Background: an optimization exercise with open tools, aiming at small area, a short achievable clock period and few clock cycles. Do not read the settings as production practice. At most, simulation tests tie the RTL to the original design; equivalence was not proved. Power is estimated from default activity; no workload was simulated.

== job 6710 ==
==> flow/design.v (excerpt) <==
module uop_frontend #(
    parameter int xlen = 32
) (
    input  logic                 clk,
    input  logic                 reset,
    input  logic                 instr_valid,
    input  isa_pkg::instr_word_u instr,
    output logic                 instr_ready,
    output logic                 wb_valid,
    output uop_pkg::reg_idx_t    wb_reg,
    output logic [xlen-1:0]      wb_data
);
Size in the first run: ~3,600 cells after synthesis, ~74 I/O pins, about 40,000 um^2 of cells after synthesis.
clock: 8.5 ns
lec_check: 0
cap_margin: 20
core_margin: 2
core_utilization: 55
cts_buf_list: sky130_fd_sc_hd__clkbuf_4 sky130_fd_sc_hd__clkbuf_8
setup_slack_margin: 5
slew_margin: 20
run.sh (not shown) runs the stock make flow with config.mk's settings and CLKGATE_MAP_FILE= SYNTH_SCRIPT=/design/flow/synth_recipe.tcl, a recipe that flattens the netlist after the stock synthesis.
Testbench counts of job 6710, summed over its fixed seeds: cycles 15,585.
--- input diff job 6710..job 9140 ---
- putting ABC_AREA at 1 where nothing was set
Notes after the runs:
- Cell with the largest stage delay on the worst path: mux2i_2 -> job 6710, fa_1 -> job 9140
- Diff job 6710 -> job 9140: number of global-route vias before repair rose 3,967, switching portion of total power picked up an extra 7.5 points, number of instances in the synthesized netlist went up.


Setup of job 8899:
Another version of the RTL of uop_frontend (not shown whole).
For scale: about 3700 cells after synthesis, ~650 flip-flops, roughly 74 I/O pins, ~41000 µm² of cells after synthesis.
Settings: LEC_CHECK=0, CAP_MARGIN=20, CORE_MARGIN=2, CORE_UTILIZATION=40, SETUP_SLACK_MARGIN=5, SLEW_MARGIN=20, TNS_END_PERCENT=20; clock period 8.5 ns.
Job 8899 was carried through to the last stage, and its layout satisfied the timing, DRC and antenna checks.
Testbench counts of job 8899, summed over its fixed seeds: cycles 15,585.
--- input diff job 8899..job 9532 ---
- setting CTS_BUF_LIST to sky130_fd_sc_hd__clkbuf_4 sky130_fd_sc_hd__clkbuf_8 for the first time
Results
- Against job 8899, job 9532 comes in 0.0053 ns higher on measured slew at the worst slew-check pin.
- Min initial detailed-routing violation count across job 8899 and job 9532: job 8899
- Job 9532: delay of the slowest critical-path stage is 0.07 ns lower than what job 8899 reported.
- Power density of the placed cells of job 9532 falls short of that of job 8899 slightly.
- Lower global-route usage goes to job 9532 over job 8899.
- As of job 9532, mean routed wirelength per cell had fallen slightly compared to job 8899.
> inputs changed (job 9532 -> job 7872)
- TNS_END_PERCENT no longer set, was 20
- CTS_BUF_LIST no longer set, was sky130_fd_sc_hd__clkbuf_4 sky130_fd_sc_hd__clkbuf_8
Results
- A top routing layer in use of met5 is what job 7872 shows, while met4 belongs to job 9532.
- The post-cts sizing count in job 7872 was higher than what job 9532 gave.
- Period utilization was lower in job 7872 than in job 9532.
- Design area up about 3.5% in job 7872 wrt job 9532
- Job 9532 vs job 7872, slowest library cell on the worst path: sky130_fd_sc_hd__a222oi_1 vs sky130_fd_sc_hd__dlygate4sd2_1
Modified inputs, job 4002 compared to job 7872
- CTS_BUF_LIST newly set to sky130_fd_sc_hd__clkbuf_4 sky130_fd_sc_hd__clkbuf_8
- PLACE_DENSITY newly set to 0.75
### Flow results
- Looking at routed length per instance, job 4002 sits 1.7 µm lower than job 7872 does.
- Number of non-filler instances in the completed layout came out higher on job 4002 than on job 7872.
- Looking only at global-route usage, and setting everything else aside, the higher value of job 4002 and job 7872 goes to job 7872.
- Total number of nets in the final design (lower): job 7872
- Delta(total area of multi-input combinational cells, job 4002 - job 7872) < 0
- The area growth from synthesis to final layout reported for job 4002 is smaller than that of job 7872 by 1.7 points.
- In the reports for job 4002 and job 7872, the larger clock-buffer cell count belongs to job 4002.
- Going from job 7872 to job 4002, maximum number of pins on one net before global-route repair grows by 19.
- Comparing job 4002 with job 7872, the clock-pin transition on the worst setup and hold timing paths came out essentially unchanged.
- Job 4002 vs. job 7872: global-route wire length before repair now smaller, sequential power comparable.


the previous run:
uop_frontend, a different RTL version from the one above (not shown whole).
Size in the first run: about 3,700 cells after synthesis, roughly 630 flip-flops, roughly 74 I/O pins.
make LEC_CHECK=0 CAP_MARGIN=20 CORE_MARGIN=2 CORE_UTILIZATION=40 SETUP_SLACK_MARGIN=5 SLEW_MARGIN=20 finish   # period 8.5 ns
The previous run finished every stage and its layout cleared the timing, DRC and antenna checks.
Edits applied to the flow inputs when going from the previous run to the current run:
- changing SETUP_SLACK_MARGIN from 5 to 4
[summary]
Every run in the comparison, the current run and the previous run, completed the flow with a clean layout. Going from the previous run to the current run, global-route met2 utilization dropped 1.3 points; number of failing setup endpoints in the final timing report now sits at about the same level; biggest fanout along the worst timing path grew by 26.
No functional check of the RTL was part of any run of this note.

==> re-timing with driven ports <==
The flow's constraints put no driver on any port. The routed layouts listed below were extracted and timed again, unchanged, in two steps. Step 1 sets driving cells, clkbuf_16 on the clock port and buf_2 on the other inputs (assumed; they add their load-dependent delay and slew). Step 2 times the ports against the registers' clock, not the clock port: input delays grow and output delays shrink by t, the midpoint of the rising clock arrivals with the driver on. a / b / c = ideal ports / drivers / drivers and shift; a / b = the first two.
| run | t, ns | setup WS [ns] | clock arrival spread, ns |
|---|---|---|---|
| job 6710 | 0.814 | 4.759 / 4.759 / 4.191 | 0.077 / 0.078 |
| job 9140 | 0.832 | 4.851 / 4.851 / 4.142 | 0.072 / 0.072 |
| job 8899 | 0.714 | 4.770 / 4.704 / 4.113 | 0.029 / 0.029 |
| job 9532 | 0.829 | 4.771 / 4.713 / 3.977 | 0.053 / 0.053 |
| job 7872 | 0.702 | 4.985 / 4.917 / 4.310 | 0.035 / 0.035 |
| job 4002 | 0.818 | 4.815 / 4.815 / 4.175 | 0.048 / 0.048 |
| the previous run | 0.701 | 4.384 / 4.384 / 4.154 | 0.037 / 0.037 |
| the current run | 0.696 | 4.024 / 4.011 / 3.316 | 0.032 / 0.031 |
After both steps every run listed still meets setup and hold. The setup slack of job 9532, which loses most, moves by -0.058 ns with the drivers and by -0.794 ns with both steps.
